This design comes from an exercise in tuning for small area, a short achievable clock period and few clock cycles per item on the open sky130 flow, not from production work.
Function was checked by simulation only, so behaviour that the tests miss may differ from the original.
Power is estimated from default activity; no workload was simulated.

## lenet_top
module lenet_top
(
    input  logic               clk,
    input  logic               rst,
    input  logic               start,
    input  logic [graph_w-1:0] graph,
    input  logic               load_we,
    input  logic               load_bank,
    input  logic [addr_w-1:0]  load_addr,
    input  logic [data_w-1:0]  load_data,
    output logic [num_labels*data_w-1:0] result,
    output logic               done
);
clock: 7.0 ns
lec_check: 0
cap_margin: 20
core_margin: 2
core_utilization: 40
cts_cluster_diameter: 100
cts_cluster_size: 20
setup_slack_margin: 4.5
slew_margin: 20
run.sh (not shown) runs the stock make flow with config.mk's settings and CLKGATE_MAP_FILE= SYNTH_SCRIPT=/design/flow/synth_recipe.tcl, a recipe that flattens the netlist after the stock synthesis.
The baseline completed without violations.
Testbench counts at the start, summed over its fixed seeds: cycles 13,440, inferences 192.
Next try:
- SETUP_SLACK_MARGIN: 4.5 -> 4.7
Critical path depth does not change.
Utilization came out higher by 0.68 points.
Die area is unchanged.
Sequential share of layout area came out lower by 0.94 points.
Global-route usage came out higher by 0.55 points.
Wire length came out higher by 2.4%.
Final cell count came out higher by about 0.53%.
Final area came out higher by 1.5%.
Worst hold slack degrades by 3.8 ps.
Total power came out higher by about 1.7%.
Next try:
- SETUP_SLACK_MARGIN: 4.7 -> 4.15
Outcome: Worst setup slack degrades by 62 ps; first-iteration DRC count fell by roughly a tenth; combinational power fell by a quarter to a third; critical path depth rose by 5; die area is unchanged; sequential share of layout area rose by 3.7 points; wire length fell by a little under a tenth; global-route usage fell by 1.7 points.
Next try:
- SETUP_SLACK_MARGIN: 4.15 -> 4.3
The new run went through all stages and came out clean.
Via count climbs by 1.7%.
Fmax is about the same.
Clock-buffer cell count drops by 2.
Die area stays the same.
Hold slack improves by 21 ps.
Wire length climbs by 2.6%.
Setup slack degrades by 8.8 ps.


Setup of run A:
lenet_top, a different RTL version from the one above (not shown whole).
Size in the first run: about 10000 cells after synthesis, roughly 4100 flip-flops.
Settings: LEC_CHECK=0, CAP_MARGIN=20, CORE_MARGIN=2, CORE_UTILIZATION=40, CTS_CLUSTER_DIAMETER=80, CTS_CLUSTER_SIZE=25, PLACE_DENSITY=0.75, SETUP_SLACK_MARGIN=4.3, SLEW_MARGIN=20; clock period 7.0 ns.
Run A ran to completion and came out clean on the timing, design-rule and antenna checks.
Testbench counts of run A, summed over its fixed seeds: cycles 13,248, inferences 192.
#### Input delta (run B over run A)
Settings: changing CTS_CLUSTER_DIAMETER from 80 to 100; changing CTS_CLUSTER_SIZE from 25 to 20.
--- outcome ---
- End-of-flow core utilization ended up 0.19 points higher on run B than on run A.
- Run B: final critical delay including setup and external delays is 0.017 ns higher than what run A reported.
- Run B went all the way through synthesis, placement and routing and the layout is clean on timing, DRC and antenna.
- Summary of the comparison: power share of the clock group is higher in run B, relative to run A.
- The final reports for run B and run A show wire length on met3 lower in the former.
- Per the comparison of run B with run A, cell-internal power increased by about 2% relative to the old numbers; post-layout net count closely matched the old numbers; met3 routing resource usage after global routing comparable; number of antenna violations at the first check in global routing has increased.
- From run A to run B, total number of cells along the worst setup path did not move at all.
The inputs of run C differ from those of run B as listed below.
Settings: SETUP_SLACK_MARGIN: 4.3 -> 4.4.
Notes after the runs:
Run C finished end to end and its layout was clean on timing, DRC and antenna.
Diff run C..run B | area after synthesis | unchanged
Status: count of multi-input combinational gates parity (run C, run B)
Run C -> run B: via count flat
The minimum hold slack on run B is in line with that on run C.
Run B reports its timing startpoint of the critical path as g_mac[2].u_fc.acc_b[8] while run C reports g_mac[2].u_fc.acc_b[13].
Sequential share of layout area is lower on run C
Growth of design area from synthesis to finish: run C vs run B up 0.64 points
Looking at register-to-register slack, run C sits 0.02 ns lower than run B does.
Run C vs. run B: post-route total power moved up; detail-routed net length per standard cell moved down.
Looking at run C and run B, the power share of the clock group is a wash.
Modified inputs, run D compared to run C
Settings: SETUP_SLACK_MARGIN: 4.4 -> 4.3; PLACE_DENSITY: 0.75 -> unset.
## What came out
Going from run C to run D, arrival time at the worst endpoint grows by 0.17 ns.
Compared run D vs run C, and antenna diode count is down in run D.
Compared with run C, in run D routed via count has decreased; worst hold slack shows an increase of 0.0053 ns; share of the final layout cell area in sequential cells now larger; number of clock buffer instances in the layout dropped 18; total global routing track utilization now sits higher.
The run showing the smaller sequential power share is run C.
Looking at the reports, run D completed the entire flow and the layout it produced met the timing, design-rule and antenna checks.
Run D against run C; non-clock buffer instance count of the final layout is down by a few percent.
Worst setup slack in run D is 0.095 ns lower than in run C

==> port drivers added, routing unchanged <==
No port has a modelled driver above. Below, the same layouts with a new extraction and two added sets of constraints. Step 1: set_driving_cell puts a clkbuf_16 on clk and a buf_2 on each other input, an assumption about the parent block. Step 2, shift: input delay + t, output delay - t, t = (earliest + latest rising clock arrival at the registers) / 2. This alone moves slack from input paths to output paths. Slacks: no drivers / after step 1 / after step 2; pairs: no drivers / after step 1.
run	t, ns	slack for setup (ns)	worst setup path at the end	latest minus earliest clock arrival (ns)
the first run of note 1	1.091	4.058 / 3.940 / 3.082	input to register	0.135 / 0.135
the second run of note 1	1.080	4.136 / 4.025 / 3.056	input to register	0.106 / 0.106
the third run of note 1	1.058	4.074 / 3.986 / 3.009	input to register	0.121 / 0.121
the fourth run of note 1	1.066	4.065 / 3.956 / 3.126	input to register	0.119 / 0.119
run A	1.068	4.099 / 4.047 / 3.287	input to register	0.127 / 0.127
run B	1.083	4.082 / 4.041 / 3.236	input to register	0.116 / 0.116
run C	1.072	4.060 / 3.974 / 3.309	input to register	0.141 / 0.140
run D	1.099	3.964 / 3.964 / 3.199	input to register	0.120 / 0.120
After both steps every run listed still meets setup and hold. The setup slack of the second run of note 1, which loses most, moves by -0.111 ns with the drivers and by -1.080 ns with both steps.
